Source: an optimization exercise on an open RTL-to-GDS flow (aim: small area). Production flows keep margins and buffers that such runs may drop.
At most, simulation tests tie the RTL to the original design; equivalence was not proved.
No functional check of the RTL was part of runs 2 to 4.
Power is estimated from default activity; no workload was simulated.

$ cat flow/constraint.sdc
create_clock -name core_clock -period 5.0 [get_ports {clk}]
set_input_delay 1.0000 -clock core_clock [delete_from_list [all_inputs] [get_ports {clk}]]
set_output_delay 1.0000 -clock core_clock [all_outputs]
set_load 0.01 [all_outputs]
$ cat flow/config.mk
export PLATFORM = sky130hd
export DESIGN_NAME = ray_gen
export DESIGN_NICKNAME = ray_gen
export VERILOG_FILES = /design/flow/design.v
export SDC_FILE = /design/flow/constraint.sdc
export NUM_CORES = 4
export LEC_CHECK = 0
export CAP_MARGIN = 20
export CORE_MARGIN = 2
export CORE_UTILIZATION = 40
export SLEW_MARGIN = 20
$ cat flow/design.v
package ray_pkg;
  typedef logic signed [31:0] fip32_t;
  typedef fip32_t [0:2] vec3_t;
  typedef vec3_t [0:1] ray_t;
  localparam fip32_t FIP_ONE = 32'sh0001_0000;
  typedef enum logic {
    IDLE = 1'b0,
    RUN  = 1'b1
  } state_t;
endpackage
module fip_32_adder (
  input  logic signed [31:0] a,
  input  logic signed [31:0] b,
  output logic signed [31:0] sum,
  output logic               overflow
);
  assign sum = a + b;
  assign overflow = (a[31] == b[31]) && (sum[31] != a[31]);
endmodule
module ray_gen_vec3_add
(
  input  logic signed [0:2][31:0] a,
  input  logic signed [0:2][31:0] b,
  output logic signed [0:2][31:0] sum,
  output logic                    overflow
);
  logic [2:0] comp_ovf;
  for (genvar c = 0; c < 3; c++) begin : g_comp
    fip_32_adder u_add (
      .a        (a[c]),
      .b        (b[c]),
      .sum      (sum[c]),
      .overflow (comp_ovf[c])
    );
  end
  assign overflow = |comp_ovf;
endmodule
module ray_gen
#(
  parameter int WIDTH  = 320,
  parameter int HEIGHT = 240
) (
  input  logic                            clk,
  input  logic                            reset,
  input  logic                            i_start,
  input  logic signed [0:2][31:0]         i_eye,
  input  logic signed [0:2][31:0]         i_base,
  input  logic signed [0:2][31:0]         i_du,
  input  logic signed [0:2][31:0]         i_dv,
  output logic signed [0:1][0:2][31:0]    o_ray,
  output logic                            o_valid,
  input  logic                            i_ready,
  output logic [$clog2(WIDTH+1)-1:0]      o_px,
  output logic [$clog2(HEIGHT+1)-1:0]     o_py,
  output logic                            o_last,
  output logic                            o_busy,
  output logic                            o_done,
  output logic                            o_overflow
);
  localparam int PXW = $clog2(WIDTH + 1);
  localparam int PYW = $clog2(HEIGHT + 1);
  localparam logic [PXW-1:0] PX_LAST = PXW'(WIDTH - 1);
  localparam logic [PYW-1:0] PY_LAST = PYW'(HEIGHT - 1);
  logic            run;
  ray_pkg::vec3_t  eye_q;
  ray_pkg::vec3_t  du_q;
  ray_pkg::vec3_t  dv_q;
  ray_pkg::vec3_t  dir_q;
  ray_pkg::vec3_t  row_base_q;
  ray_pkg::vec3_t  add_a;
  ray_pkg::vec3_t  add_b;
  ray_pkg::vec3_t  add_sum;
  logic            add_ovf;
  logic row_end;
  logic last_px;
  assign row_end = (o_px == PX_LAST);
  assign last_px = row_end && (o_py == PY_LAST);
  assign add_a = row_end ? row_base_q : dir_q;
  assign add_b = row_end ? dv_q : du_q;
  ray_gen_vec3_add u_add (
    .a        (add_a),
    .b        (add_b),
    .sum      (add_sum),
    .overflow (add_ovf)
  );
  assign o_ray[0] = eye_q;
  assign o_ray[1] = dir_q;
  assign o_valid  = run;
  assign o_busy   = run;
  assign o_last   = last_px;
  always_ff @(posedge clk or posedge reset) begin
    if (reset) begin
      run        <= 1'b0;
      o_done     <= 1'b0;
      o_overflow <= 1'b0;
    end else begin
      o_done <= run && i_ready && last_px;
      if (!run) begin
        if (i_start) begin
          run        <= 1'b1;
          o_overflow <= 1'b0;
        end
      end else if (i_ready) begin
        if (last_px) run <= 1'b0;
        else         o_overflow <= o_overflow | add_ovf;
      end
    end
  end
  always_ff @(posedge clk) begin
    if (!run) begin
      eye_q <= i_eye;
      du_q  <= i_du;
      dv_q  <= i_dv;
      dir_q <= i_base;
      o_px  <= '0;
      o_py  <= '0;
    end else if (i_ready) begin
      dir_q <= add_sum;
      if (row_end) begin
        o_px <= '0;
        o_py <= o_py + 1'b1;
      end else begin
        o_px <= o_px + 1'b1;
      end
    end
  end
  always_ff @(posedge clk) begin
    if (o_px == '0) row_base_q <= dir_q;
  end
endmodule
$ cat flow/run.sh
#!/bin/bash
# synth_recipe.tcl (not shown) runs the flow's synth.tcl, then flattens the netlist and writes it again
# the make line also repeats each setting of config.mk as NAME=value (left out here)
make -C /OpenROAD-flow-scripts/flow DESIGN_CONFIG=/design/flow/config.mk WORK_HOME=/design/flow/orfs CLKGATE_MAP_FILE= SYNTH_SCRIPT=/design/flow/synth_recipe.tcl finish
==> summary.txt, run 1 <==
Logic synthesis
  • Synth cell count leaders: 636 x nand2_1, 480 x edfxtp_1, 96 x ha_1
  • Top_reg_cell synth: edfxtp_1
  • Synth warn: 1
  • Count leader, synth: nand2_1
  • Share of the synthesized area in the top cell type: 61.1%
  • Synth async-reset ratio: 0.600%
  • Post-Syn Nets: 2489
  • Post-synthesis sequential area ratio: 62.9%
  • Largest cells by area after synthesis: edfxtp_1 61%, nand2_1 10%, ha_1 5.1%
  • Cell variety after synth: 73
  • Post-Syn Area: 23600 um2
  • Cells after Synth: 2002
  • Number of synthesized flops with an enable pin: 480
  • Synthesized area per cell: 11.8 um2
  • #FFs+latches synth: 500
  • Leading area contributor after synthesis: edfxtp_1

Layout
  • Fraction of layout cells with a size suffix above 1: 7.69%
  • Storage cell area: 14800 um2
  • Final net count: 3098
  • Multi-input logic area: 8440 um2
  • Final instance area: 32500 um2
  • P&R area growth vs syn: 37.8%
  • Fillers: 4898

Clock tree
  • TritonCTS clock tree: yes
  • Clk sinks: 500
  • Clock slew at reported path FFs: 60 ps
  • CTS Buf Count: 56
  • # H-tree levels: 2
  • Root buf cell: clkbuf_16
  • CTS max path bufs: 3
  • Clock latency (worst-skew pair): 620 ps

Floorplan
  • I/O pins: 602
  • Die Y: 247 um
  • Total Die Area: 60900 um2
  • Rows: 88
  • Starting Density: 40.6%
  • Core footprint: 58000 um2
  • DIE WIDTH: 247 um

GRT
  • GRT Total Usage: 23.0%
  • M2 GR Usage: 38.8%
  • Busiest grt layer: met2
  • GRT overflow: 0
  • Initial antenna violation count: 23
  • Number of global-route vias before repair: 18.0k
  • Met1 usage: 27.9%
  • First-pass GRT wire length: 105 mm
  • M3 GR Usage: 7.12%
  • Largest net degree at the start of global routing: 144

Detailed routing
  • DRC viols: 0
  • Routed len/inst: 20.9 um
  • Vias per cell: 5.09
  • Final wirelength: 71.8 mm
  • 1st-pass router iterations: 5
  • Iter 0 DRT Violations: 957
  • Antenna-violating nets left: 0
  • Vias after detailed routing: 17.5k

Power
  • PwrDens: 457 nW/um2
  • Worst VDD drop: 0.284 mV
  • Lkg Pwr: 12.4 nW
  • Tot Pwr: 14.9 mW

Timing
  • Final worst path period share: 94.2%
  • Worst slew pin tran: 884 ps
  • Max Transition Viols Final: 0
  • Max-slew headroom: 41.0%
  • Worst Skew: 23.6 ps
  • Max Fclk: 0.212 GHz
  • Final hold viol count: 0
  • Tmin final: 4710 ps
  • Final-report setup violation count: 0

Placement
  • RD Place Congestion: 0.893
  • DP Wirelength: 51.6 mm
  • Port buffer count: 601
  • Placed cell area: 30500 um2

Hold path
  • Critical hold path startpoint: dir_q[35]
  • Hold crit path type: reg -> reg

Run status
  • Status: finished clean

Critical path
  • CP Class: reg -> reg
  • RR Startpoint: o_px[0]
  • Critical path launch point: o_px[0]
  • CP max FO: 10
  • WP data arrival: 5080 ps
  • Startpoint types: register
  • WP data required: 5380 ps
  • Worst setup EP type: register

Job
  • Max Cap Viol: 0
[critical path, stage by stage, from the launching register on]
cell and delay [ps]:
dfxtp_1 410, ha_1 220, nand4_1 260, or4_4 590, buf_12 180, nand2_1 70, nand2_1 70, ha_1 250
fa_1 510, a211oi_2 230, nor2_1 100, a21oi_2 150, a21oi_1 120, o31a_2 350, a21bo_2 260, a21o_1 180
a211o_1 280, a31o_2 240
[where the power goes]
group	total, mW	internal [mW]	switching (mW)
logic	5.02	2.55	2.48
registers	5.73	5.38	0.351
clock network	4.10	2.41	1.69
[cell usage in the layout (no fill, tap or decap), types with 6 or more instances in the layout]
cell	n
nor2_1	83
xnor2_1	66
a21o_1	48
inv_1	29
clkinv_2	7
nand4_1	11
clkbuf_16	57
edfxtp_1	480
nor2b_1	11
diode_2	15
nand3_1	20
clkbuf_1	13
mux2i_1	6
nand3b_1	6
dfxtp_1	17
o21a_1	13
xor2_1	26
clkinv_1	8
and3_1	14
o211ai_1	9
buf_4	11
a21oi_1	82
mux2_2	71
o21ai_0	48
a31oi_1	10
o21bai_1	13
nand2_1	636
nor3_1	21
ha_1	96
a211oi_1	19
clkdlybuf4s50_1	601
buf_12	8
[final cells by class]
| type | count | share of cell area, % |
|---|---|---|
| inverters | 30 | 0.370 |
| clock buffers | 75 | 4.75 |
| clock inverters | 24 | 0.809 |
| repair buffers | 621 | 19.4 |
| flip-flops and latches | 500 | 45.7 |
| diodes | 15 | 0.116 |
| multi-input cells | 1402 | 26.0 |
| well taps | 765 | 2.95 |
[metrics by stage]
step | utilization (%) | hold slack, ps | cells | setup WS (ps) | setup TNS, ps
global route | 55.9 | 481 | 3424 | -47.6 | -107
CTS | 55.7 | 472 | 3413 | 50.7 | 0
floorplan | - | 508 | 2002 | 33.1 | 0
global placement | 52.6 | 458 | 3314 | 216 | 0
finish | 56.0 | 474 | 3432 | 292 | 0
detailed placement | 52.6 | 463 | 3314 | 59.4 | 0
[sequential cells by signal, indices dropped and copies added, names as in the netlist]
signal / cells
o_px: 9
run: 1
o_done: 1
dv_q: 96
row_base_q: 96
eye_q: 96
du_q: 96
o_py: 8
dir_q: 96
o_overflow: 1
[metal layers]
| layer | share of wire, % | wire length (um) |
|---|---|---|
| met5 | 0.19 | 136 |
| met2 | 49 | 34900 |
| met1 | 40 | 28600 |
| met3 | 9.0 | 6470 |
| met4 | 2.4 | 1690 |
[repair_timing]
action,in CTS,in global routing
gates resized for setup,0,8
buffers inserted,0,2
hold buffers,0,0
setup endpoints to repair,0,21
[kinds of logic after synthesis]
group / after synthesis / share of synthesized area, %
fa+ha+maj: 99 / 5.35
compound gates: 304 / 8.75
flops: 500 / 62.9
mux: 77 / 3.65
simple gates: 829 / 14.3
xor+xnor: 92 / 3.42
buf+inv: 101 / 1.62
[worst paths after layout]
path,slack [ps],cells past startpoint,end
max,290,17,dir_q[22]
min,470,0,row_base_q[35]
max reg2reg,290,17,dir_q[22]
min reg2reg,470,0,row_base_q[35]
max in group asynchronous,4240,2,run
min in group asynchronous,580,2,o_overflow
==> run 2: changes to the inputs <==
--- a/flow/design.v
+++ b/flow/design.v
@@ -16,3 +16,51 @@
 );
-  assign sum = a + b;
+  localparam int N = 32;
+  localparam int L = 5;   
+  logic [N-1:0] p;
+  logic [N-1:0] g;
+  logic [N-1:0] gu [0:L];
+  logic [N-1:0] pu [0:L];
+  logic [N-1:0] gd [0:L-1];
+  logic [N-1:0] pd [0:L-1];
+  assign p = a ^ b;
+  assign g = a & b;
+  assign gu[0] = g;
+  assign pu[0] = p;
+  for (genvar l = 0; l < L; l++) begin : g_up
+    for (genvar i = 0; i < N; i++) begin : g_bit
+      if ((i + 1) % (2 << l) == 0) begin : g_node
+        assign gu[l+1][i] = gu[l][i] | (pu[l][i] & gu[l][i - (1 << l)]);
+        assign pu[l+1][i] = pu[l][i] & pu[l][i - (1 << l)];
+      end else begin : g_pass
+        assign gu[l+1][i] = gu[l][i];
+        assign pu[l+1][i] = pu[l][i];
+      end
+    end
+  end
+  for (genvar k = 0; k < L - 1; k++) begin : g_dn
+    localparam int l = L - 2 - k;
+    for (genvar i = 0; i < N; i++) begin : g_bit
+      if (((i + 1) % (2 << l) == (1 << l)) && (i >= (2 << l))) begin : g_node
+        if (k == 0) begin : g_first
+          assign gd[k][i] = gu[L][i] | (pu[L][i] & gu[L][i - (1 << l)]);
+          assign pd[k][i] = pu[L][i] & pu[L][i - (1 << l)];
+        end else begin : g_next
+          assign gd[k][i] = gd[k-1][i] | (pd[k-1][i] & gd[k-1][i - (1 << l)]);
+          assign pd[k][i] = pd[k-1][i] & pd[k-1][i - (1 << l)];
+        end
+      end else begin : g_pass
+        if (k == 0) begin : g_first
+          assign gd[k][i] = gu[L][i];
+          assign pd[k][i] = pu[L][i];
+        end else begin : g_next
+          assign gd[k][i] = gd[k-1][i];
+          assign pd[k][i] = pd[k-1][i];
+        end
+      end
+    end
+  end
+  assign sum[0] = p[0];
+  for (genvar i = 1; i < N; i++) begin : g_sum
+    assign sum[i] = p[i] ^ gd[L-2][i-1];
+  end
   assign overflow = (a[31] == b[31]) && (sum[31] != a[31]);
@@ -75,3 +123,2 @@
   logic last_px;
-  assign row_end = (o_px == PX_LAST);
   assign last_px = row_end && (o_py == PY_LAST);
@@ -116,2 +163,3 @@
       o_py  <= '0;
+      row_end <= (WIDTH == 1);
     end else if (i_ready) begin
@@ -121,4 +169,6 @@
         o_py <= o_py + 1'b1;
+        row_end <= (WIDTH == 1);
       end else begin
         o_px <= o_px + 1'b1;
+        row_end <= (o_px == PX_LAST - 1'b1);
       end
==> flow/flow/run.sh (new file) <==
#!/bin/bash
set -euo pipefail
export BUFFER_PORTS_ARGS="-buffer_cell sky130_fd_sc_hd__buf_1"
bash standard.sh > standard.log 2>&1
==> flow/standard.sh (new file) <==
#!/bin/bash
# synth_recipe.tcl (not shown) runs the flow's synth.tcl, then flattens the netlist and writes it again
# the make line also repeats each setting of config.mk as NAME=value (left out here)
make -C /OpenROAD-flow-scripts/flow DESIGN_CONFIG=/design/flow/config.mk WORK_HOME=/design/flow/orfs CLKGATE_MAP_FILE= SYNTH_SCRIPT=/design/flow/synth_recipe.tcl "${@:-finish}"
removed: flow/run.sh
==> run 2 against run 1 <==
- count of clock-buffer cells in the layout is 4 lower
- synthesized area is 4.7% lower
- global-route usage is 2.5 points lower
- critical path type unchanged
- largest cell class unchanged
==> summary.txt, run 2 <==
Logic synthesis
  • Post-synthesis sequential area ratio: 66.1% (+3.2 points)
  • Synth cell count leaders: 480 x edfxtp_1, 193 x mux2_2, 91 x ha_1
  • Cell variety after synth: 55 (-25%)
  • Synth async-reset ratio: 0.599% (-0.0012 points)
  • Cells after Synth: 1402 (-30%)
  • Leading area contributor after synthesis: edfxtp_1
  • Count leader, synth: edfxtp_1
  • Top_reg_cell synth: edfxtp_1
  • #FFs+latches synth: 501 (+0.20%)
  • Post-Syn Area: 22500 um2 (-4.7%)
  • Number of synthesized flops with an enable pin: 480 (unchanged)
  • Synth warn: 6 (+5)
  • Share of the synthesized area in the top cell type: 64.2% (+3.0 points)
  • Post-Syn Nets: 1929 (-22%)
  • Synthesized area per cell: 16.0 um2 (+36%)
  • Largest cells by area after synthesis: edfxtp_1 64%, mux2_2 9.7%, ha_1 5.1%

Critical path
  • CP Class: reg -> reg
  • CP max FO: 31 (+21)
  • RR Startpoint: row_end
  • Worst setup EP type: register
  • Critical path cell sequence: buf_4 > mux2_2 > fa_1 > a211oi_1 > o211ai_1 > nand4b_1 > a21oi_1 > o21ai_0 > a21oi_1 > fa_1 > mux4_2 > o2111ai_1 > a31oi_1 > o22ai_1
  • CP max-delay cell: dfxtp_4
  • WP data arrival: 4880 ps (-200 ps)
  • Critical path launch point: row_end
  • Largest stage delay on the critical path: 730 ps (+140 ps)
  • Crit path max-delay family: compound AO/OA/AOI/OAI gates
  • FF-to-FF path depth: 14 (-3)
  • Startpoint types: register
  • Crit path buf inv count: 1 (unchanged)
  • CP Depth: 14 (-3)
  • WP data required: 5440 ps (+60 ps)

Power
  • Lkg Pwr: 9.30 nW (-25%)
  • Net Sw Frac: 29.7% (-0.68 points)
  • PwrDens: 485 nW/um2 (+5.9%)
  • Worst VDD drop: 0.407 mV (+43%)
  • Power Internal: 9.33 mW (-9.7%)
  • Switch Pwr: 3.95 mW (-13%)
  • Combinational Power Share: 27.3% (-6.5 points)
  • Tot Pwr: 13.3 mW (-11%)
  • Sequential share of power: 43.9% (+5.3 points)
  • Clock power share: 28.9% (+1.3 points)

Timing
  • Tmin final: 4440 ps (-264 ps)
  • Final hold viol count: 0 (unchanged)
  • Final worst path period share: 88.9% (-5.3 points)
  • RSZ-0062 raised after global routing: no
  • Worst Skew: 13.8 ps (-9.82 ps)
  • Setup ws final: 557 ps (+264 ps)
  • Worst slew pin tran: 816 ps (-68.7 ps)
  • Final-report setup violation count: 0 (unchanged)
  • Max Fclk: 0.225 GHz (+6.0%)
  • Worst hold-check slack: 289 ps (-185 ps)
  • Max Transition Viols Final: 0 (unchanged)
  • Setup TNS: 0 ps (unchanged)
  • Max-slew headroom: 45.6% (+4.6 points)

Layout
  • Final instance area: 27400 um2 (-16%)
  • Fraction of layout cells with a size suffix above 1: 14.4% (+6.7 points)
  • Final net count: 2565 (-17%)
  • Most frequent cells in the layout: 601 x buf_1, 480 x edfxtp_1, 193 x mux2_2
  • Fillers: 4866 (-0.65%)
  • P&R area growth vs syn: 22.0%
  • Most common cell after layout, fill and taps aside: buf_1

Clock tree
  • CTS Buf Count: 54 (-3.6%)
  • Clock latency (worst-skew pair): 600 ps (-20 ps)
  • # H-tree levels: 2 (unchanged)
  • TritonCTS clock tree: yes
  • CTS Hold Bufs: 0 (unchanged)
  • Clock slew at reported path FFs: 60 ps (about the same)
  • Root buf cell: clkbuf_16
  • Postcts setup bufs: 0 (unchanged)
  • Clk sinks: 501 (+0.20%)
  • CTS max path bufs: 3 (unchanged)
  • Post-CTS sizing: 0 (unchanged)

Run status
  • Status: finished clean

GRT
  • Largest net degree at the start of global routing: 129 (-10%)
  • GRT overflow: 0 (unchanged)
  • Initial antenna violation count: 11 (-52%)
  • GRT Total Usage: 20.5% (-2.5 points)
  • Number of global-route vias before repair: 14.9k (-17%)
  • First-pass GRT wire length: 87.9 mm (-17%)

Floorplan
  • Starting Density: 40.6% (about the same)
  • DIE WIDTH: 241 um (-2.3%)
  • Total Die Area: 58100 um2 (-4.6%)
  • Rows: 86 (-2.3%)
  • Core footprint: 55300 um2 (-4.7%)
  • I/O pins: 602 (unchanged)
  • Die Y: 241 um (-2.3%)

Detailed routing
  • Antenna-violating nets left: 0 (unchanged)
  • Final wirelength: 60.4 mm (-16%)
  • Vias after detailed routing: 14.1k (-20%)
  • Routed len/inst: 21.4 um (+2.1%)
  • 1st-pass router iterations: 5 (unchanged)
  • Vias per cell: 4.97 (-2.4%)
  • Iter 0 DRT Violations: 805 (-16%)
  • DRC viols: 0 (unchanged)

Placement
  • DP Wirelength: 44.9 mm (-13%)
  • Port buffer count: 601 (unchanged)
  • Pre-CTS setup slack: 499 ps (+440 ps)
  • Placed cell area: 25700 um2 (-16%)
  • RD Place Congestion: 0.837 (-6.3%)

Job
  • Max Cap Viol: 0 (unchanged)

Hold path
  • Hold crit path type: in -> async
run 2: changes by cell type after synthesis, sizes merged, moves of 24 or more:
cell    change
inv        +32
a21oi      -24
mux2      +122
a21o       -32
nand2     -577
fa         +45
clkbuf     -49
mux2i      +43
run 2: layout make-up:
class | instances | area (um2) | share of cell area (%)
Antenna cell | 2 | 5.00 | 0.0183
Clock buffer | 71 | 1440 | 5.24
Clock inverter | 26 | 249 | 0.909
Inverter | 62 | 240 | 0.877
Multi-Input combinational cell | 797 | 7210 | 26.3
Sequential cell | 501 | 14900 | 54.2
Tap cell | 748 | 936 | 3.42
Timing Repair Buffer | 622 | 2480 | 9.04
run 2: layer usage:
| layer | track usage (%) | vias up | share of wire, % | wire [um] |
|---|---|---|---|---|
| li1 | - | 6546 | - | - |
| met1 | 23.7 | 6884 | 38 | 22900 |
| met2 | 35.9 | 499 | 50 | 30400 |
| met3 | 5.84 | 110 | 8.0 | 4830 |
| met4 | 7.88 | 14 | 3.6 | 2150 |
| met5 | 0 | - | 0.15 | 92 |
run 2: final timing paths:
path / endpoint / slack [ps]
worst max-delay path: o_overflow / 560
worst min-delay path: run / 290
worst max register to register: o_overflow / 560
worst min register to register: row_base_q[33] / 470
max in group asynchronous: run / 4490
min in group core_clock: row_base_q[33] / 470
run 2: cells by family (layout without fill, tap and decap cells):
kind of cell,Yosys count,after routing,synth area share (%)
fa+ha+maj,139,139,9.35
other cells,0,2,0
mux,243,243,12.0
compound gates,166,166,4.46
buf+inv,104,781,1.89
simple gates,186,186,3.80
flops,501,501,66.1
xor+xnor,63,63,2.46
run 2: through the flow:
step / utilization, % / instances
floorplan: - / 1402
detailed placement: 46.5 / 2730
finish: 49.5 / 2829
global route: 49.5 / 2828
global placement: 46.5 / 2730
CTS: 49.5 / 2827
run 2: power by group through the flow:
stage / clock, mW / combinational [mW] / sequential (mW)
detailed placement: 0 / 3.65 / 5.92
global route: 4.11 / 4.10 / 5.90
floorplan: 0 / 2.30 / 5.99
finish: 3.83 / 3.62 / 5.82
global placement: 0 / 3.57 / 5.88
CTS: 3.94 / 3.68 / 5.83
==> run 3: changes to the inputs <==
--- a/flow/design.v
+++ b/flow/design.v
@@ -123,5 +123,9 @@
   logic last_px;
+  logic run_d;
+  logic row_end_d;
+  logic sel_dir;    
+  logic sel_row;    
   assign last_px = row_end && (o_py == PY_LAST);
-  assign add_a = row_end ? row_base_q : dir_q;
-  assign add_b = row_end ? dv_q : du_q;
+  assign add_a = ({96{sel_dir}} & dir_q) | ({96{sel_row}} & row_base_q) | ({96{!run}} & i_base);
+  assign add_b = ({96{sel_dir}} & du_q) | ({96{sel_row}} & dv_q);
   ray_gen_vec3_add u_add (
@@ -137,2 +141,14 @@
   assign o_last   = last_px;
+  always_comb begin
+    if (!run) begin
+      run_d     = i_start;
+      row_end_d = (WIDTH == 1);
+    end else if (i_ready) begin
+      run_d     = !last_px;
+      row_end_d = row_end ? (WIDTH == 1) : (o_px == PX_LAST - 1'b1);
+    end else begin
+      run_d     = 1'b1;
+      row_end_d = row_end;
+    end
+  end
   always_ff @(posedge clk or posedge reset) begin
@@ -140,2 +156,4 @@
       run        <= 1'b0;
+      sel_dir    <= 1'b0;
+      sel_row    <= 1'b0;
       o_done     <= 1'b0;
@@ -143,11 +161,10 @@
     end else begin
-      o_done <= run && i_ready && last_px;
+      run     <= run_d;
+      sel_dir <= run_d && !row_end_d;
+      sel_row <= run_d && row_end_d;
+      o_done  <= run && i_ready && last_px;
       if (!run) begin
-        if (i_start) begin
-          run        <= 1'b1;
-          o_overflow <= 1'b0;
-        end
-      end else if (i_ready) begin
-        if (last_px) run <= 1'b0;
-        else         o_overflow <= o_overflow | add_ovf;
+        if (i_start) o_overflow <= 1'b0;
+      end else if (i_ready && !last_px) begin
+        o_overflow <= o_overflow | add_ovf;
       end
@@ -160,6 +177,5 @@
       dv_q  <= i_dv;
-      dir_q <= i_base;
+      dir_q <= add_sum;
       o_px  <= '0;
       o_py  <= '0;
-      row_end <= (WIDTH == 1);
     end else if (i_ready) begin
@@ -169,6 +185,4 @@
         o_py <= o_py + 1'b1;
-        row_end <= (WIDTH == 1);
       end else begin
         o_px <= o_px + 1'b1;
-        row_end <= (o_px == PX_LAST - 1'b1);
       end
@@ -177,2 +191,3 @@
   always_ff @(posedge clk) begin
+    row_end <= row_end_d;
     if (o_px == '0) row_base_q <= dir_q;
--- a/flow/config.mk
+++ b/flow/config.mk
@@ -10,2 +10,5 @@
 export CORE_UTILIZATION = 40
+export CTS_BUF_LIST = sky130_fd_sc_hd__clkbuf_4
+export CTS_CLUSTER_DIAMETER = 50
+export CTS_CLUSTER_SIZE = 10
 export SLEW_MARGIN = 20
==> run 3 against run 2 <==
- core utilization down 1.2 points
- final cell count up 1.7%
- combinational power down 9.1%
- via count up 5.2%
- synthesized area down 2.3%
- total power down 11%
- count of clock-buffer cells in the layout up 4
- flip-flop and latch count up 2
- critical path depth up 2
- first-iteration DRC count down 0.12%
- critical path type unchanged
==> summary.txt, run 3 <==
Run status
  • Status: finished clean

Critical path
  • Most frequent CP cell: fa_1
  • Startpoint types: register
  • Worst setup EP type: register
  • Critical path cell sequence: a22oi_1 > o21ai_0 > ha_1 > fa_1 > a211oi_1 > o211ai_1 > a31o_4 > o21ai_1 > a21oi_1 > o41a_1 > fa_1 > and2_1 > mux2i_1 > nand3_1 > a31oi_1 > o22ai_1
  • FF-to-FF path depth: 16 (+2)
  • CP Class: reg -> reg
  • WP data required: 5720 ps (+280 ps)
  • Largest stage delay on the critical path: 650 ps (-80 ps)
  • WP data arrival: 5400 ps (+520 ps)
  • CP max-delay cell: dfrtp_4
  • CP max FO: 25 (-19%)

Logic synthesis
  • Synth async-reset ratio: 0.994% (+0.40 points)
  • Cells after Synth: 1505 (+7.3%)
  • Largest cells by area after synthesis: edfxtp_1 66%, ha_1 5.2%, fa_1 4.4%
  • Share of the synthesized area in the top cell type: 65.7% (+1.5 points)
  • Top_reg_cell synth: edfxtp_1
  • #FFs+latches synth: 503 (+0.40%)
  • Cell variety after synth: 51 (-7.3%)
  • Post-synthesis sequential area ratio: 67.9% (+1.8 points)
  • Post-Syn Area: 21900 um2 (-2.3%)
  • Leading area contributor after synthesis: edfxtp_1
  • Synth cell count leaders: 480 x edfxtp_1, 157 x inv_1, 100 x nand2_1
  • Synth warn: 6 (unchanged)
  • Post-Syn Nets: 2032 (+5.3%)
  • Number of synthesized flops with an enable pin: 480 (unchanged)
  • Count leader, synth: edfxtp_1
  • Synthesized area per cell: 14.6 um2 (-9.0%)

Timing
  • Tmin final: 4680 ps (+234 ps)
  • RSZ-0062 raised after global routing: no
  • Setup TNS: 0 ps (unchanged)
  • Worst Skew: 51.0 ps (+37.2 ps)
  • Final hold viol count: 0 (unchanged)
  • Worst slew pin tran: 947 ps (+131 ps)
  • Worst hold-check slack: 316 ps (+27.5 ps)
  • Final-report setup violation count: 0 (unchanged)
  • Final worst path period share: 93.5% (+4.7 points)
  • Max Transition Viols Final: 0 (unchanged)
  • Max Fclk: 0.214 GHz (-5.0%)
  • Max-slew headroom: 36.9% (-8.7 points)

GRT
  • Number of global-route vias before repair: 15.2k (+1.9%)
  • GRT overflow: 0 (unchanged)
  • First-pass GRT wire length: 89.0 mm (+1.2%)
  • M2 GR Usage: 35.3% (-0.63 points)
  • M3 GR Usage: 5.31% (-0.53 points)
  • GRT Total Usage: 20.8% (+0.38 points)
  • Met1 usage: 26.3% (+2.7 points)
  • Initial antenna violation count: 3 (-8)
  • Busiest grt layer: met2
  • Largest net degree at the start of global routing: 80 (-38%)

Layout
  • Fillers: 4893 (+0.55%)
  • Fin cells: 2878 (+1.7%)
  • Final net count: 2672 (+4.2%)
  • Most frequent cells in the layout: 601 x buf_1, 480 x edfxtp_1, 157 x inv_1
  • Fraction of layout cells with a size suffix above 1: 6.21% (-8.2 points)
  • End-of-flow core utilization: 48.4% (-1.2 points)
  • Most common cell after layout, fill and taps aside: buf_1
  • P&R area growth vs syn: 19.0%

Detailed routing
  • 1st-pass router iterations: 7 (+2)
  • Routed len/inst: 21.1 um (-1.4%)
  • Antenna-violating nets left: 0 (unchanged)
  • Vias per cell: 5.14 (+3.4%)
  • Final wirelength: 60.6 mm (+0.32%)
  • Vias after detailed routing: 14.8k (+5.2%)
  • Iter 0 DRT Violations: 804 (-0.12%)
  • DRC viols: 0 (unchanged)

Power
  • Worst VDD drop: 0.211 mV (-48%)
  • PwrDens: 455 nW/um2 (-6.1%)
  • Lkg Pwr: 9.44 nW (+1.5%)
  • Power Internal: 8.07 mW (-14%)
  • Clock power share: 23.0% (-5.9 points)
  • Net Sw Frac: 32.1% (+2.4 points)
  • Combinational Power Share: 27.7% (+0.4 points)
  • Sequential share of power: 49.3% (+5.4 points)
  • Switch Pwr: 3.81 mW (-3.4%)

Clock tree
  • Clock latency (worst-skew pair): 850 ps (+250 ps)
  • CTS Buf Count: 67 (+24%)
  • Post-CTS sizing: 0 (unchanged)
  • Clock slew at reported path FFs: 120 ps (+60 ps)
  • CTS max path bufs: 3 (unchanged)
  • Clk sinks: 503 (+0.40%)
  • Root buf cell: clkbuf_4
  • Postcts setup bufs: 0 (unchanged)
  • TritonCTS clock tree: yes
  • # H-tree levels: 3 (+1)

Floorplan
  • I/O pins: 602 (unchanged)
  • Total Die Area: 56800 um2 (-2.3%)
  • Die Y: 238 um (-1.1%)
  • DIE WIDTH: 238 um (-1.1%)
  • Starting Density: 40.6% (about the same)
  • Core footprint: 54000 um2 (-2.3%)
  • Rows: 85 (-1.2%)

Job
  • Max Cap Viol: 0 (unchanged)

Placement
  • Port buffer count: 601 (unchanged)
  • DP Wirelength: 44.4 mm (-1.3%)
  • Placed insts: 2771 (+1.5%)
  • RD Place Congestion: 0.826 (-1.3%)

Hold path
  • Min-Delay Path Depth: 1
  • Hold crit path type: in -> reg
[run 3: cell type report]
type | count | area, um2 | share of cell area [%]
sequential | 503 | 14900 | 57.1
multi-input combinational | 789 | 6250 | 23.9
timing repair buffer | 626 | 2520 | 9.65
tap | 696 | 871 | 3.33
inverter | 158 | 601 | 2.30
clock buffer | 75 | 563 | 2.16
clock inverter | 24 | 388 | 1.48
antenna | 7 | 17.5 | 0.0670
[run 3: kinds of logic (layout without fill, tap and decap cells)]
family	count (synthesis)	after routing	share of synthesized area [%]
AOI/OAI and AO/OA	372	372	12.0
other	0	7	0
muxes	4	4	0.182
adders and majority gates	139	139	9.57
buffers and inverters	213	883	3.66
DFF	503	503	67.9
xor gates and xnor gates	60	60	2.39
and+or+nand+nor	214	214	4.32
[run 3: what timing repair did]
item                                    4_1_cts  5_1_grt
hold buffers                                  1        0
endpoints found under the setup margin        0        0
endpoints found under the hold margin         5        0
[run 3: per-layer routing]
layer / up-vias / wire, um / share of wire (%)
met5: - / 0 / 0
met3: 85 / 4320 / 7.1
met4: 0 / 1600 / 2.6
met2: 527 / 30000 / 50
li1: 6901 / - / -
met1: 7275 / 24600 / 41
[run 3: critical path, delay by kind of cell (launching register included)]
family / cells / cell delay, ps
AO/OA/AOI/OAI: 10 / 2170
adder cells (fa/ha/maj): 3 / 1280
flip-flops: 1 / 650
AND/OR/NAND/NOR: 2 / 280
multiplexers: 1 / 130
[run 3: path summary, 6_finish.rpt]
check / startpoint / endpoint / slack, ps
setup / recovery: sel_dir / o_overflow / 320
hold / removal: i_du[26] / du_q[26] / 320
setup reg to reg: sel_dir / o_overflow / 320
hold reg to reg: dir_q[78] / row_base_q[78] / 490
max in group asynchronous: reset / run / 4170
min in group asynchronous: reset / o_done / 590
[run 3: metrics by stage]
stage          power [mW]  instance area (um2)  worst slack (ps)
3_3_place_gp         9.13                25100               152
4_1_cts              12.0                26100               248
3_5_place_dp         9.25                25100              56.7
6_report             11.9                26100               323
5_1_grt              12.6                26100              52.6
2_1_floorplan        8.05                21900               231
[run 3: power groups by stage]
| stage | sequential (mW) | combinational (mW) | clock, mW |
|---|---|---|---|
| 6_report | 5.85 | 3.29 | 2.74 |
| 5_1_grt | 5.92 | 3.72 | 2.95 |
| 3_5_place_dp | 5.94 | 3.31 | 0 |
| 2_1_floorplan | 6.03 | 2.01 | 0 |
| 4_1_cts | 5.85 | 3.34 | 2.82 |
| 3_3_place_gp | 5.92 | 3.22 | 0 |
==> run 4: changes to the inputs <==
--- a/flow/config.mk
+++ b/flow/config.mk
@@ -10,5 +10,5 @@
 export CORE_UTILIZATION = 40
-export CTS_BUF_LIST = sky130_fd_sc_hd__clkbuf_4
-export CTS_CLUSTER_DIAMETER = 50
-export CTS_CLUSTER_SIZE = 10
+export CTS_BUF_LIST = sky130_fd_sc_hd__clkbuf_8
+export CTS_CLUSTER_DIAMETER = 60
+export CTS_CLUSTER_SIZE = 16
 export SLEW_MARGIN = 20
==> run 4 against run 3 <==
- register-to-register slack better by 20 ps
- clock skew shrank 13 ps
- global-route usage decreased by 0.35 points
- non-clock buffer count shrank 1
- count of clock-buffer cells in the layout fell by 25
- total power decreased by 1.5%
- combinational power is essentially flat
- synthesized cell count unchanged
- critical path type unchanged
- critical endpoint unchanged
- largest power group unchanged
==> summary.txt, run 4 <==
Run status
  • Status: finished clean

Power
  • Sequential share of power: 50.0% (+0.7 points)
  • Lkg Pwr: 9.40 nW (-0.47%)
  • Net Sw Frac: 32.8% (+0.75 points)
  • Power Internal: 7.86 mW (-2.6%)
  • Clock power share: 21.8% (-1.2 points)
  • Combinational Power Share: 28.1% (+0.4 points)
  • PwrDens: 449 nW/um2 (-1.4%)
  • Worst VDD drop: 0.261 mV (+24%)
  • Switch Pwr: 3.84 mW (+0.77%)
  • Tot Pwr: 11.7 mW (-1.5%)

Placement
  • Port buffer count: 601 (unchanged)
  • RD Place Congestion: 0.826 (unchanged)
  • DP Wirelength: 44.4 mm (unchanged)

Layout
  • P&R area growth vs syn: 18.8%
  • Final net count: 2650 (-0.82%)
  • Fillers: 4878 (-0.31%)
  • Fraction of layout cells with a size suffix above 1: 5.11% (-1.1 points)
  • Most frequent cells in the layout: 601 x buf_1, 480 x edfxtp_1, 162 x inv_1
  • Most common cell after layout, fill and taps aside: buf_1

Critical path
  • Crit path buf inv count: 0 (unchanged)
  • Worst setup EP type: register
  • Most frequent CP cell: fa_1
  • CP max FO: 25 (unchanged)
  • WP data required: 5510 ps (-210 ps)
  • Startpoint types: register
  • Largest stage delay on the critical path: 650 ps (about the same)
  • CP max-delay cell: dfrtp_4
  • CP Class: reg -> reg
  • Crit path max-delay family: compound AO/OA/AOI/OAI gates
  • Critical path cell sequence: a22oi_1 > o21ai_0 > ha_1 > fa_1 > a211oi_1 > o211ai_1 > a31o_4 > o21ai_1 > a21oi_1 > o41a_1 > fa_1 > and2_1 > mux2i_1 > nand3_1 > a31oi_1 > o22ai_1
  • WP data arrival: 5170 ps (-230 ps)

Timing
  • Setup TNS: 0 ps (unchanged)
  • Max-slew headroom: 36.3% (-0.56 points)
  • Final hold viol count: 0 (unchanged)
  • Max Fclk: 0.214 GHz (+0.33%)
  • Tmin final: 4660 ps (-15.2 ps)
  • Worst slew pin tran: 955 ps (+8.39 ps)
  • Final worst path period share: 93.2% (-0.30 points)
  • Max Transition Viols Final: 0 (unchanged)
  • Worst hold-check slack: 239 ps (-77.0 ps)
  • RSZ-0062 raised after global routing: no
  • Final-report setup violation count: 0 (unchanged)
  • Worst Skew: 38.3 ps (-12.7 ps)

Detailed routing
  • 1st-pass router iterations: 5 (-2)
  • Iter 0 DRT Violations: 839 (+4.4%)
  • Routed len/inst: 21.0 um (-0.10%)
  • Vias per cell: 5.12 (-0.30%)
  • Antenna-violating nets left: 0 (unchanged)
  • Final wirelength: 59.9 mm (-1.1%)
  • DRC viols: 0 (unchanged)
  • Vias after detailed routing: 14.6k (-1.3%)

GRT
  • GRT Total Usage: 20.5% (-0.35 points)
  • Initial antenna violation count: 2 (-1)
  • GRT overflow: 0 (unchanged)
  • Largest net degree at the start of global routing: 80 (unchanged)
  • First-pass GRT wire length: 88.0 mm (-1.1%)
  • Number of global-route vias before repair: 15.0k (-1.3%)

Clock tree
  • # H-tree levels: 2 (-1)
  • Postcts setup bufs: 0 (unchanged)
  • Clock latency (worst-skew pair): 640 ps (-210 ps)
  • CTS max path bufs: 3 (unchanged)
  • CTS Buf Count: 46 (-31%)
  • CTS Hold Bufs: 0 (-1)
  • Root buf cell: clkbuf_8
  • Post-CTS sizing: 0 (unchanged)
  • Clk sinks: 503 (unchanged)
  • Clock slew at reported path FFs: 100 ps (-20 ps)
  • TritonCTS clock tree: yes

Logic synthesis
  • Post-Synth Adder-Cell Area: 9.57% (unchanged)
  • Post-Syn Nets: 2032 (unchanged)
  • Synth warn: 6 (unchanged)
  • Synth cell count leaders: 480 x edfxtp_1, 157 x inv_1, 100 x nand2_1
  • Top_reg_cell synth: edfxtp_1
  • Cells after Synth: 1505 (unchanged)
  • Post-Synth XOR/XNOR Area: 2.39% (unchanged)
  • Synth async-reset ratio: 0.994% (unchanged)
  • Cell variety after synth: 51 (unchanged)
  • Number of synthesized flops with an enable pin: 480 (unchanged)
  • Synthesized area per cell: 14.6 um2 (unchanged)
  • Post-synthesis sequential area ratio: 67.9% (unchanged)
  • Count leader, synth: edfxtp_1
  • #FFs+latches synth: 503 (unchanged)
  • Share of the synthesized area in the top cell type: 65.7% (unchanged)
  • Post-Syn Area: 21900 um2 (unchanged)
  • Mux cell area share after synthesis: 0.182% (unchanged)
  • Leading area contributor after synthesis: edfxtp_1
  • Largest cells by area after synthesis: edfxtp_1 66%, ha_1 5.2%, fa_1 4.4%
  • Largest family of logic cells by synthesized area: compound AO/OA/AOI/OAI gates
  • Post-synthesis simple-gate area fraction: 4.32% (unchanged)
  • Synth Area in Compound Gates: 12.0% (unchanged)

Floorplan
  • Total Die Area: 56800 um2 (unchanged)
  • Rows: 85 (unchanged)
  • DIE WIDTH: 238 um (unchanged)
  • Die Y: 238 um (unchanged)
  • I/O pins: 602 (unchanged)
  • Starting Density: 40.6% (unchanged)
  • Core footprint: 54000 um2 (unchanged)

Hold path
  • Hold crit path type: in -> async

Job
  • Max Cap Viol: 0 (unchanged)
==> run 4: cell counts after synthesis <==
Identical to the previous run, type by type.
==> run 4: stage by stage <==
stage	std cells	instance area, um2	setup slack (ps)	utilization, %
2_1_floorplan	1505	21900	231	-
3_3_place_gp	2771	25100	152	46.5
3_5_place_dp	2771	25100	56.7	46.5
4_1_cts	2848	26100	264	48.3
5_1_grt	2850	26100	57.3	48.3
6_report	2850	26100	338	48.3
==> run 4: path summary, 6_finish.rpt <==
| check | start | endpoint | slack, ps | cells after the start |
|---|---|---|---|---|
| worst min-delay path | reset | o_done | 240 | 2 |
| max in group asynchronous | reset | run | 4520 | 2 |
| worst min register to register | dir_q[6] | row_base_q[6] | 480 | 0 |
| worst max register to register | sel_dir | o_overflow | 340 | 16 |
| min in group core_clock | dir_q[6] | row_base_q[6] | 480 | 0 |
| worst max-delay path | sel_dir | o_overflow | 340 | 16 |
==> run 4: cell families (layout without fill, tap and decap cells) <==
logic type,count (synthesis),count (layout)
compound gates,372,372
simple gates,214,214
mux,4,4
buf+inv,213,860
fa+ha+maj,139,139
flops,503,503
other cells,0,2
xor+xnor,60,60
==> run 4: final cells by class <==
class	count	area (um2)	share of cell area (%)
flip-flops and latches	503	14900	57.2
multi-input cells	789	6250	24.0
repair buffers	625	2510	9.63
well taps	696	871	3.34
clock buffers	50	688	2.64
inverters	158	601	2.30
clock inverters	27	238	0.912
diodes	2	5.00	0.0192
==> run 4: power by group through the flow <==
stage               sequential [mW]  clock [mW]  combinational, mW
global placement               5.92           0               3.22
global route                   5.92        2.75               3.72
detailed placement             5.94           0               3.31
finish                         5.85        2.55               3.29
floorplan                      6.03           0               2.01
CTS                            5.85        2.63               3.34
==> run 4: routing by layer <==
metal  up-vias  track usage (%)  part of all wire [%]
met1      7200             26.0                    41
met4         0             5.13                   2.0
met3        74             4.42                   6.7
met2       498             35.7                    50
li1       6828                -                     -
met5         -                0                     0
==> run 5: changes to the inputs <==
--- a/flow/design.v
+++ b/flow/design.v
@@ -128,4 +128,9 @@
   assign last_px = row_end && (o_py == PY_LAST);
-  assign add_a = ({96{sel_dir}} & dir_q) | ({96{sel_row}} & row_base_q) | ({96{!run}} & i_base);
-  assign add_b = ({96{sel_dir}} & du_q) | ({96{sel_row}} & dv_q);
+  logic a_dir, a_row, b_du, b_dv;
+  assign a_dir = sel_dir | (sel_row & !i_ready);
+  assign a_row = sel_row & i_ready;
+  assign b_du  = sel_dir & i_ready;
+  assign b_dv  = sel_row & i_ready;
+  assign add_a = ({96{a_dir}} & dir_q) | ({96{a_row}} & row_base_q) | ({96{!run}} & i_base);
+  assign add_b = ({96{b_du}} & du_q) | ({96{b_dv}} & dv_q);
   ray_gen_vec3_add u_add (
@@ -177,3 +182,2 @@
       dv_q  <= i_dv;
-      dir_q <= add_sum;
       o_px  <= '0;
@@ -181,3 +185,2 @@
     end else if (i_ready) begin
-      dir_q <= add_sum;
       if (row_end) begin
@@ -192,2 +195,3 @@
     row_end <= row_end_d;
+    dir_q   <= add_sum;
     if (o_px == '0) row_base_q <= dir_q;
==> run 5 against run 4 <==
- synthesized cell count is 6.3% lower
- fmax down 2.3%
- critical endpoint unchanged
- critical path type unchanged
- core utilization up 1.4 points
- via count increased by 0.88%
- clock power grew 6%
- cell area down 0.36%
- synthesized area shrank 4.0%
- register-to-register slack lost 110 ps
- combinational power rose by 14%
- still clean on timing, DRC and antenna
==> summary.txt, run 5 <==
Critical path
  • Startpoint types: register
  • Crit path max-delay family: simple AND/OR/NAND/NOR gates
  • Worst setup EP type: register
  • Largest stage delay on the critical path: 510 ps (-140 ps)
  • Critical path cell sequence: buf_4 > and3_1 > a221o_1 > ha_1 > fa_1 > nand3_1 > a21oi_1 > o211ai_1 > nor2_1 > nor4_1 > buf_4 > a211oi_1 > a211o_1 > fa_1 > or3_1 > nand4_1 > a31oi_1 > a21oi_1
  • CP max FO: 52 (+110%)
  • CP max-delay cell: fa_1
  • WP data required: 5540 ps (+30 ps)
  • CP Class: reg -> reg
  • WP data arrival: 5310 ps (+140 ps)
  • Crit path buf inv count: 2 (+2)

Layout
  • Most common cell after layout, fill and taps aside: buf_1
  • Storage cell area: 13900 um2 (-6.5%)
  • Fillers: 4665 (-4.4%)
  • Final instance area: 26000 um2 (-0.36%)
  • Fraction of layout cells with a size suffix above 1: 9.60% (+4.5 points)
  • P&R area growth vs syn: 23.3%
  • Multi-input logic area: 6560 um2 (+4.9%)
  • Most frequent cells in the layout: 600 x buf_1, 384 x edfxtp_1, 114 x dfxtp_1
  • Final net count: 2636 (-0.53%)

Logic synthesis
  • Largest cells by area after synthesis: edfxtp_1 55%, dfxtp_1 11%, ha_1 5.4%
  • Synth warn: 6 (unchanged)
  • Synth cell count leaders: 384 x edfxtp_1, 114 x dfxtp_1, 94 x a221o_1
  • Top_reg_cell synth: edfxtp_1
  • Leading area contributor after synthesis: edfxtp_1
  • Number of synthesized flops with an enable pin: 384 (-20%)
  • #FFs+latches synth: 503 (unchanged)
  • Count leader, synth: edfxtp_1
  • Cells after Synth: 1410 (-6.3%)
  • Post-synthesis sequential area ratio: 66.1% (-1.8 points)
  • Synth async-reset ratio: 0.994% (unchanged)
  • Share of the synthesized area in the top cell type: 54.7% (-11 points)
  • Post-Syn Area: 21100 um2 (-4.0%)
  • Post-Syn Nets: 1937 (-4.7%)
  • Synthesized area per cell: 14.9 um2 (+2.5%)
  • Cell variety after synth: 58 (+14%)

Detailed routing
  • Vias per cell: 5.17 (+0.95%)
  • Iter 0 DRT Violations: 911 (+8.6%)
  • Final wirelength: 63.5 mm (+6.0%)
  • DRC viols: 0 (unchanged)
  • Routed len/inst: 22.3 um (+6.1%)
  • 1st-pass router iterations: 4 (-1)
  • Antenna-violating nets left: 0 (unchanged)
  • Vias after detailed routing: 14.7k (+0.88%)

Clock tree
  • Postcts setup bufs: 0 (unchanged)
  • CTS Buf Count: 46 (unchanged)
  • Post-CTS sizing: 0 (unchanged)
  • Clock latency (worst-skew pair): 670 ps (+30 ps)
  • CTS max path bufs: 3 (unchanged)
  • # H-tree levels: 2 (unchanged)
  • CTS Hold Bufs: 0 (unchanged)
  • Clk sinks: 503 (unchanged)
  • Clock slew at reported path FFs: 90 ps (about the same)
  • TritonCTS clock tree: yes
  • Root buf cell: clkbuf_8

Placement
  • RD Place Congestion: 0.882 (+6.8%)
  • Placed cell area: 24900 um2 (-0.88%)
  • Port buffer count: 601 (unchanged)
  • DP Wirelength: 48.4 mm (+9.1%)
  • Pre-CTS setup slack: -383 ps (-440 ps)

Floorplan
  • Core footprint: 52300 um2 (-3.1%)
  • Rows: 84 (-1.2%)
  • Starting Density: 40.3% (-0.35 points)
  • Die Y: 234 um (-2.0%)
  • I/O pins: 602 (unchanged)
  • Total Die Area: 54600 um2 (-3.9%)
  • DIE WIDTH: 234 um (-2.0%)

Timing
  • Worst Skew: 55.0 ps (+16.7 ps)
  • Setup TNS: 0 ps (unchanged)
  • Final worst path period share: 95.4% (+2.1 points)
  • Max Transition Viols Final: 0 (unchanged)
  • Final-report setup violation count: 0 (unchanged)
  • Setup ws final: 230 ps (-107 ps)
  • Worst slew pin tran: 850 ps (-106 ps)
  • Max-slew headroom: 43.4% (+7.0 points)
  • RSZ-0062 raised after global routing: no
  • Final hold viol count: 0 (unchanged)
  • Max Fclk: 0.210 GHz (-2.3%)
  • Worst hold-check slack: 260 ps (+20.5 ps)
  • Tmin final: 4770 ps (+107 ps)

Power
  • Lkg Pwr: 9.92 nW (+5.5%)
  • Worst VDD drop: 0.275 mV (+5.3%)
  • PwrDens: 465 nW/um2 (+3.7%)
  • Tot Pwr: 12.1 mW (+3.3%)

GRT
  • GRT overflow: 0 (unchanged)
  • GRT Total Usage: 22.7% (+2.2 points)
  • Initial antenna violation count: 21 (+19)
  • Number of global-route vias before repair: 15.1k (+0.60%)
  • First-pass GRT wire length: 91.7 mm (+4.2%)
  • Largest net degree at the start of global routing: 68 (-15%)

Job
  • Max Cap Viol: 0 (unchanged)

Hold path
  • Hold crit path type: in -> async

Run status
  • Status: finished clean
## run 5: cell type report
class | count | share of cell area [%]
clock inverter | 33 | 1.17
antenna | 14 | 0.135
inverter | 90 | 1.33
sequential | 503 | 53.7
multi-input combinational | 754 | 25.2
tap | 688 | 3.31
clock buffer | 52 | 2.75
timing repair buffer | 714 | 12.4
## run 5: per-stage QoR
| step | instances | util (%) |
|---|---|---|
| final | 2848 | 49.6 |
| after global routing | 2845 | 49.6 |
| after CTS | 2834 | 49.6 |
| after detailed placement | 2749 | 47.6 |
| after global placement | 2749 | 47.6 |
| after floorplan | 1410 | - |
## run 5: logic make-up (layout without fill, tap and decap cells)
kind of cell,count (synthesis),in the layout,synth area share (%)
buf+inv,153,889,2.82
fa+ha+maj,139,139,9.96
simple gates,239,239,6.11
flops,503,503,66.1
other cells,0,14,0
xor+xnor,61,61,2.53
mux,3,3,0.142
compound gates,312,312,12.3
## run 5: report_power, final
group	switching, mW	total (mW)	internal [mW]
Combinational	2.06	3.74	1.68
Clock	1.54	2.70	1.17
Sequential	0.428	5.64	5.21
Total	4.02	12.1	8.06
## run 5: routing by layer
| metal | global-route usage, % | vias to the layer above | share of wire [%] |
|---|---|---|---|
| met2 | 36.3 | 536 | 47 |
| met5 | 0 | - | 0.10 |
| met4 | 9.18 | 10 | 3.5 |
| li1 | - | 6805 | - |
| met3 | 6.67 | 121 | 7.9 |
| met1 | 28.9 | 7257 | 41 |
## run 5: final timing paths
check / cells after the start / from / end / slack, ps
setup / recovery: 18 / sel_row / o_overflow / 230
hold / removal: 2 / reset / o_done / 260
setup reg to reg: 18 / sel_row / o_overflow / 230
hold reg to reg: 0 / dir_q[76] / row_base_q[76] / 450
max in group asynchronous: 2 / reset / run / 4510
min in group core_clock: 0 / dir_q[76] / row_base_q[76] / 450
==> run 6: changes to the inputs <==
--- a/flow/config.mk
+++ b/flow/config.mk
@@ -7,2 +7,3 @@
 export LEC_CHECK = 0
+export ABC_AREA = 1
 export CAP_MARGIN = 20
==> run 6 against run 5 <==
- highest routed layer unchanged
- total power is 3.5% lower
- clock skew is 15 ps lower
- wire length is 0.35% lower
- register-to-register slack better by 640 ps
==> summary.txt, run 6 <==
Power
  • Sequential share of power: 48.2% (+1.5 points)
  • Clock power share: 22.6% (+0.2 points)
  • PwrDens: 456 nW/um2 (-2.1%)
  • Combinational Power Share: 29.2% (-1.7 points)
  • Switch Pwr: 4.05 mW (+0.74%)
  • Tot Pwr: 11.7 mW (-3.5%)
  • Lkg Pwr: 9.87 nW (-0.51%)
  • Worst VDD drop: 0.273 mV (-0.87%)
  • Power Internal: 7.61 mW (-5.7%)
  • Net Sw Frac: 34.8% (+1.5 points)

Critical path
  • CP max FO: 45 (-13%)
  • CP max-delay cell: dfrtp_1
  • Crit path buf inv count: 2 (unchanged)
  • WP data required: 5550 ps (about the same)
  • CP Class: reg -> reg
  • Worst setup EP type: register
  • Largest stage delay on the critical path: 580 ps (+70 ps)
  • Startpoint types: register
  • WP data arrival: 4680 ps (-630 ps)
  • Crit path max-delay family: simple AND/OR/NAND/NOR gates
  • Critical path cell sequence: inv_8 > buf_4 > nand2_1 > nand3_1 > ha_1 > nand2_1 > nand2_1 > a21oi_1 > nand2_1 > nand2_1 > nand2_2 > nand2_1 > nand2_2 > nand2_1 > nand2_1 > nand2_1 > nand2_1 > fa_1 > xor2_1 > nand2_1 > nand3_1 > nand2_1 > nand2_1
  • Most frequent CP cell: nand2_1

Clock tree
  • # H-tree levels: 2 (unchanged)
  • CTS Buf Count: 45 (-2.2%)
  • Clock slew at reported path FFs: 100 ps (about the same)
  • CTS Hold Bufs: 0 (unchanged)
  • CTS max path bufs: 3 (unchanged)
  • Clk sinks: 503 (unchanged)
  • Post-CTS sizing: 0 (unchanged)
  • Root buf cell: clkbuf_8
  • Clock latency (worst-skew pair): 650 ps (-20 ps)
  • TritonCTS clock tree: yes
  • Postcts setup bufs: 0 (unchanged)

Floorplan
  • Rows: 84 (unchanged)
  • Core footprint: 52800 um2 (+0.80%)
  • Starting Density: 40.7% (+0.42 points)
  • DIE WIDTH: 236 um (+0.91%)
  • I/O pins: 602 (unchanged)
  • Die Y: 236 um (+0.91%)
  • Total Die Area: 55500 um2 (+1.8%)

Detailed routing
  • Routed len/inst: 20.9 um (-6.4%)
  • DRC viols: 0 (unchanged)
  • Final wirelength: 63.3 mm (-0.35%)
  • 1st-pass router iterations: 5 (+1)
  • Antenna-violating nets left: 0 (unchanged)
  • Iter 0 DRT Violations: 869 (-4.6%)
  • Vias per cell: 5.01 (-3.1%)
  • Vias after detailed routing: 15.2k (+3.1%)

Timing
  • Setup TNS: 0 ps (unchanged)
  • Final hold viol count: 0 (unchanged)
  • Tmin final: 4130 ps (-640 ps)
  • Max Transition Viols Final: 0 (unchanged)
  • Worst slew pin tran: 857 ps (+7.81 ps)
  • Worst Skew: 40.3 ps (-14.7 ps)
  • RSZ-0062 raised after global routing: no
  • Max Fclk: 0.242 GHz (+16%)
  • Final-report setup violation count: 0 (unchanged)
  • Final worst path period share: 82.6% (-13 points)
  • Max-slew headroom: 42.8% (-0.52 points)

Logic synthesis
  • Count leader, synth: edfxtp_1
  • #FFs+latches synth: 503 (unchanged)
  • Top_reg_cell synth: edfxtp_1
  • Post-Syn Area: 21500 um2 (+1.9%)
  • Cells after Synth: 1687 (+20%)
  • Synth warn: 6 (unchanged)
  • Share of the synthesized area in the top cell type: 53.7% (-0.99 points)
  • Number of synthesized flops with an enable pin: 384 (unchanged)
  • Synth cell count leaders: 384 x edfxtp_1, 348 x nand2_1, 195 x inv_1
  • Largest cells by area after synthesis: edfxtp_1 54%, dfxtp_1 11%, nand2_1 6.1%
  • Synthesized area per cell: 12.7 um2 (-15%)
  • Synth async-reset ratio: 0.994% (unchanged)
  • Leading area contributor after synthesis: edfxtp_1
  • Post-Syn Nets: 2214 (+14%)
  • Cell variety after synth: 44 (-24%)
  • Post-synthesis sequential area ratio: 64.9% (-1.2 points)

GRT
  • Number of global-route vias before repair: 15.6k (+3.5%)
  • GRT overflow: 0 (unchanged)
  • Largest net degree at the start of global routing: 73 (+7.4%)
  • Initial antenna violation count: 13 (-38%)
  • First-pass GRT wire length: 94.6 mm (+3.1%)
  • GRT Total Usage: 22.5% (-0.20 points)

Placement
  • DP Wirelength: 48.0 mm (-0.89%)
  • Port buffer count: 601 (unchanged)
  • RD Place Congestion: 0.944 (+7.0%)

Layout
  • Final net count: 2830 (+7.4%)
  • Most frequent cells in the layout: 600 x buf_1, 384 x edfxtp_1, 348 x nand2_1
  • Fraction of layout cells with a size suffix above 1: 6.37% (-3.2 points)
  • P&R area growth vs syn: 19.2%
  • Most common cell after layout, fill and taps aside: buf_1

Job
  • Max Cap Viol: 0 (unchanged)

Run status
  • Status: finished clean

Hold path
  • Hold crit path type: in -> async
[run 6: changes by cell type in the layout (fill, tap and decap cells not counted), moves of 23 or more]
cell,delta
nand2_1,+312
inv_1,+110
a221o_1,-94
a22o_1,-84
buf_4,-81
and3_1,-78
a32o_1,+70
a22oi_1,+49
nand3_1,+41
nor2b_1,-26
a21o_1,-24
o22ai_1,+23
[run 6: worst paths after layout]
| kind | to | from | slack, ps | cells after the start |
|---|---|---|---|---|
| setup / recovery | o_overflow | run | 870 | 23 |
| hold / removal | o_overflow | reset | 240 | 2 |
| setup reg to reg | o_overflow | run | 870 | 23 |
| hold reg to reg | row_base_q[87] | dir_q[87] | 460 | 0 |
| max in group asynchronous | sel_dir | reset | 4520 | 2 |
| min in group core_clock | row_base_q[87] | dir_q[87] | 460 | 0 |
[run 6: routing by layer]
metal | GRT usage [%] | share of wire [%]
met2 | 39.3 | 50
met4 | 7.22 | 2.9
met3 | 4.98 | 6.9
met1 | 27.7 | 40
met5 | 0 | 0.13
[run 6: cell type report]
class / count / area [um2]
Multi-Input combinational cell: 916 / 6440
Antenna cell: 4 / 10.0
Sequential cell: 503 / 13900
Clock buffer: 50 / 688
Inverter: 207 / 795
Tap cell: 688 / 861
Fill cell: 4821 / 27200
Clock inverter: 34 / 304
Timing Repair Buffer: 630 / 2550
[run 6: cell families (layout without fill, tap and decap cells)]
logic type               Yosys count  after routing  synth area share, %
flip-flops                       503            503                 64.9
AND/OR/NAND/NOR                  486            486                 9.31
AO/OA/AOI/OAI                    240            240                 8.70
adder cells (fa/ha/maj)          139            139                 9.78
XOR/XNOR                          51             51                 2.15
buffers and inverters            268            921                 5.14
other                              0              4                    0
[run 6: power by group through the flow]
stage	Clock, mW	Sequential (mW)	Combinational (mW)
floorplan	0	5.83	1.99
global placement	0	5.69	3.36
finish	2.64	5.62	3.40
CTS	2.72	5.62	3.46
global route	2.88	5.70	3.88
detailed placement	0	5.72	3.44
[run 6: through the flow]
step / instances / instance area (um2) / setup WS [ps] / utilization, % / hold WS, ps
after global placement: 2944 / 24600 / 328 / 46.6 / 441
after detailed placement: 2944 / 24600 / 315 / 46.6 / 441
after floorplan: 1687 / 21500 / 108 / - / 491
final: 3032 / 25600 / 870 / 48.5 / 239
after global routing: 3032 / 25600 / 380 / 48.5 / 211
after CTS: 3028 / 25600 / 776 / 48.5 / 185
==> run 7: changes to the inputs <==
--- a/flow/design.v
+++ b/flow/design.v
@@ -24,4 +24,7 @@
   logic [N-1:0] pd [0:L-1];
-  assign p = a ^ b;
-  assign g = a & b;
+  logic [N-1:0] an, bn, sn;
+  assign an = ~a;
+  assign bn = ~b;
+  assign p = an ^ bn;
+  assign g = {an[N-1:1] & bn[N-1:1], (an[0] & bn[0]) | (an[0] ^ bn[0])};
   assign gu[0] = g;
@@ -61,6 +64,7 @@
   end
-  assign sum[0] = p[0];
+  assign sn[0] = ~p[0];
   for (genvar i = 1; i < N; i++) begin : g_sum
-    assign sum[i] = p[i] ^ gd[L-2][i-1];
-  end
+    assign sn[i] = p[i] ^ gd[L-2][i-1];
+  end
+  assign sum = ~sn;
   assign overflow = (a[31] == b[31]) && (sum[31] != a[31]);
==> run 7 against run 6 <==
- clock power down 8.7%
- core utilization down 0.60 points
- highest routed layer is now met4
- synthesized area up 0.61%
- die area up 0.60%
- total power up 5.0%
- synthesized cell count down 1.1%
- still clean on timing, DRC and antenna
- sequential share of layout area down 0.20 points
- via count down 3.1%
==> summary.txt, run 7 <==
Timing
  • Worst slew pin tran: 699 ps (-159 ps)
  • Tmin final: 4060 ps (-72.8 ps)
  • Final worst path period share: 81.1% (-1.5 points)
  • Max Fclk: 0.247 GHz (+1.8%)
  • Max Transition Viols Final: 0 (unchanged)
  • Final-report setup violation count: 0 (unchanged)
  • Max-slew headroom: 53.4% (+11 points)
  • Setup ws final: 943 ps (+72.8 ps)
  • RSZ-0062 raised after global routing: no
  • Worst Skew: 45.5 ps (+5.25 ps)
  • Final hold viol count: 0 (unchanged)
  • Setup TNS: 0 ps (unchanged)

Critical path
  • FF-to-FF path depth: 23 (unchanged)
  • CP max-delay cell: dfrtp_1
  • Critical path launch point: run
  • Most frequent CP cell: nand2_1
  • CP Class: reg -> reg
  • CP max FO: 84 (+87%)
  • Worst R2R Setup Slack: 940 ps (+70 ps)
  • Startpoint types: register
  • Critical path cell sequence: inv_8 > buf_12 > a22o_1 > a21oi_1 > ha_1 > nand2_1 > inv_1 > nand2_1 > nand2_1 > a21oi_1 > nand2_2 > nand2_1 > nand2_2 > nand2_1 > nand2_1 > nand2_1 > nand2_1 > fa_1 > xnor2_1 > nand2_1 > nand3_1 > nand2_1 > a21oi_1
  • Crit Reg-Reg Endpoint: o_overflow
  • CP Depth: 23 (unchanged)
  • RR Startpoint: run
  • Worst setup EP type: register
  • Setup crit end: o_overflow
  • WP data arrival: 4630 ps (-50 ps)
  • Crit path buf inv count: 3 (+1)
  • Largest stage delay on the critical path: 720 ps (+140 ps)
  • WP data required: 5570 ps (+20 ps)
  • Crit path max-delay family: simple AND/OR/NAND/NOR gates

GRT
  • GRT overflow: 0 (unchanged)
  • Initial antenna violation count: 6 (-7)
  • GRT Total Usage: 21.3% (-1.2 points)
  • Largest net degree at the start of global routing: 97 (+33%)
  • Number of global-route vias before repair: 15.2k (-3.1%)
  • First-pass GRT wire length: 90.2 mm (-4.7%)

Detailed routing
  • Antenna-violating nets left: 0 (unchanged)
  • Iter 0 DRT Violations: 829 (-4.6%)
  • Final wirelength: 60.6 mm (-4.2%)
  • Vias per cell: 4.86 (-2.9%)
  • Routed len/inst: 20.0 um (-4.1%)
  • Vias after detailed routing: 14.7k (-3.1%)
  • 1st-pass router iterations: 5 (unchanged)
  • DRC viols: 0 (unchanged)

Layout
  • P&R area growth vs syn: 18.9%
  • Most frequent cells in the layout: 601 x buf_1, 384 x edfxtp_1, 295 x inv_1
  • Most common cell after layout, fill and taps aside: buf_1
  • Fraction of layout cells with a size suffix above 1: 6.45% (+0.087 points)
  • Fillers: 4975 (+3.2%)
  • Final net count: 2816 (-0.49%)

Clock tree
  • CTS max path bufs: 3 (unchanged)
  • Clock latency (worst-skew pair): 660 ps (about the same)
  • CTS Hold Bufs: 0 (unchanged)
  • Post-CTS sizing: 0 (unchanged)
  • Clock slew at reported path FFs: 100 ps (about the same)
  • Clk sinks: 503 (unchanged)
  • TritonCTS clock tree: yes
  • Root buf cell: clkbuf_8
  • Postcts setup bufs: 0 (unchanged)
  • CTS Buf Count: 43 (-4.4%)
  • # H-tree levels: 2 (unchanged)

Logic synthesis
  • Synth cell count leaders: 384 x edfxtp_1, 278 x inv_1, 202 x nand2_1
  • Largest cells by area after synthesis: edfxtp_1 53%, dfxtp_1 11%, ha_1 5.3%
  • Cells after Synth: 1668 (-1.1%)
  • Share of the synthesized area in the top cell type: 53.4% (-0.33 points)
  • Post-synthesis sequential area ratio: 64.5% (-0.39 points)
  • Top_reg_cell synth: edfxtp_1
  • Cell variety after synth: 41 (-6.8%)
  • Post-Syn Area: 21600 um2 (+0.61%)
  • Count leader, synth: edfxtp_1
  • Synth async-reset ratio: 0.994% (unchanged)
  • Number of synthesized flops with an enable pin: 384 (unchanged)
  • Synth warn: 6 (unchanged)
  • Synthesized area per cell: 13.0 um2 (+1.8%)
  • Post-Syn Nets: 2195 (-0.86%)
  • Leading area contributor after synthesis: edfxtp_1
  • #FFs+latches synth: 503 (unchanged)

Power
  • Power Internal: 7.88 mW (+3.7%)
  • PwrDens: 477 nW/um2 (+4.6%)
  • Net Sw Frac: 35.6% (+0.82 points)
  • Clock power share: 19.7% (-2.9 points)
  • Combinational Power Share: 33.5% (+4.3 points)
  • Switch Pwr: 4.36 mW (+7.5%)
  • Sequential share of power: 46.8% (-1.4 points)
  • Worst VDD drop: 0.246 mV (-9.8%)
  • Lkg Pwr: 9.98 nW (+1.1%)

Placement
  • RD Place Congestion: 0.856 (-9.4%)
  • DP Wirelength: 45.3 mm (-5.5%)
  • Pre-CTS setup slack: 334 ps (+18.2 ps)
  • Port buffer count: 601 (unchanged)

Floorplan
  • Starting Density: 40.3% (-0.39 points)
  • Total Die Area: 55900 um2 (+0.60%)
  • DIE WIDTH: 236 um (+0.30%)
  • Core footprint: 53600 um2 (+1.6%)
  • Die Y: 236 um (+0.30%)
  • I/O pins: 602 (unchanged)
  • Rows: 85 (+1.2%)

Run status
  • Status: finished clean

Hold path
  • Hold crit path type: in -> async

Job
  • Max Cap Viol: 0 (unchanged)
[run 7: how the worst min path moves through the flow]
stage / startpoint / to
3_3_place_gp: dir_q[95] / row_base_q[95]
3_5_place_dp: dir_q[31] / row_base_q[31]
2_1_floorplan: dir_q[0] / row_base_q[0]
6_report: reset / o_overflow
4_1_cts: reset / o_overflow
5_1_grt: reset / o_overflow
[run 7: kinds of logic (layout without fill, tap and decap cells)]
kind of cell    count (synthesis)  count (layout)  share of synthesized area [%]
compound gates                303             303                           11.1
xor+xnor                       47              47                           1.91
fa+ha+maj                     139             139                           9.72
buf+inv                       337             993                           6.32
flops                         503             503                           64.5
other cells                     0               6                              0
simple gates                  339             339                           6.45
[run 7: power groups by stage]
| stage | logic (mW) | registers, mW | clock network [mW] |
|---|---|---|---|
| floorplan | 2.59 | 5.93 | 0 |
| global placement | 4.03 | 5.79 | 0 |
| detailed placement | 4.12 | 5.82 | 0 |
| CTS | 4.16 | 5.73 | 2.49 |
| global route | 4.66 | 5.80 | 2.62 |
| finish | 4.10 | 5.73 | 2.41 |
[run 7: layout make-up]
class / instances / area, um2 / area share [%]
clock buffers: 45 / 619 / 2.41
multi-input cells: 828 / 6320 / 24.6
flip-flops and latches: 503 / 13900 / 54.3
clock inverters: 35 / 233 / 0.906
well taps: 696 / 871 / 3.39
inverters: 284 / 1080 / 4.21
repair buffers: 629 / 2600 / 10.1
diodes: 6 / 15.0 / 0.0585
[run 7: through the flow]
stage                     area (um2)  hold WS (ps)  utilization (%)  std cells  power, mW
after floorplan                21600           500                -       1668       8.52
after global placement         24800           437             46.3       2940       9.83
after detailed placement       24800           439             46.3       2940       9.95
after CTS                      25700           179             47.9       3020       12.4
after global routing           25700           212             47.9       3026       13.1
final                          25700           221             47.9       3026       12.2
[run 7: per-layer routing]
metal  up-vias  GRT usage (%)  routed length (um)
met2       496           36.5               30200
met3       104           4.75                4060
li1       7053              -                   -
met4         0           9.47                2390
met1      7066           25.8               24000
met5         -              0                   0

==> afterwards: timing with drivers on the ports <==
How much do the figures lean on ideal ports? The routed layouts below were timed once more, with nothing changed but the port constraints.
Step 1 sets driving cells, clkbuf_16 on the clock port and buf_2 on the other inputs (assumed; they add their load-dependent delay and slew).
Step 2 times the ports against the registers' clock, not the clock port: input delays grow and output delays shrink by t, the midpoint of the rising clock arrivals with the driver on.
Three values: ideal ports, drivers, drivers and shift; two values: the first two.
run | t, ns | setup slack, ns
run 1 | 0.663 | 0.292 / 0.292 / 0.292
run 2 | 0.651 | 0.557 / 0.557 / 0.557
run 3 | 0.881 | 0.323 / 0.323 / 0.131
run 4 | 0.678 | 0.338 / 0.338 / 0.141
run 5 | 0.690 | 0.230 / 0.230 / -0.417
run 6 | 0.685 | 0.870 / 0.870 / 0.349
run 7 | 0.703 | 0.943 / 0.943 / 0.376
With both steps, setup timing fails in run 5, where it was met with ideal ports.
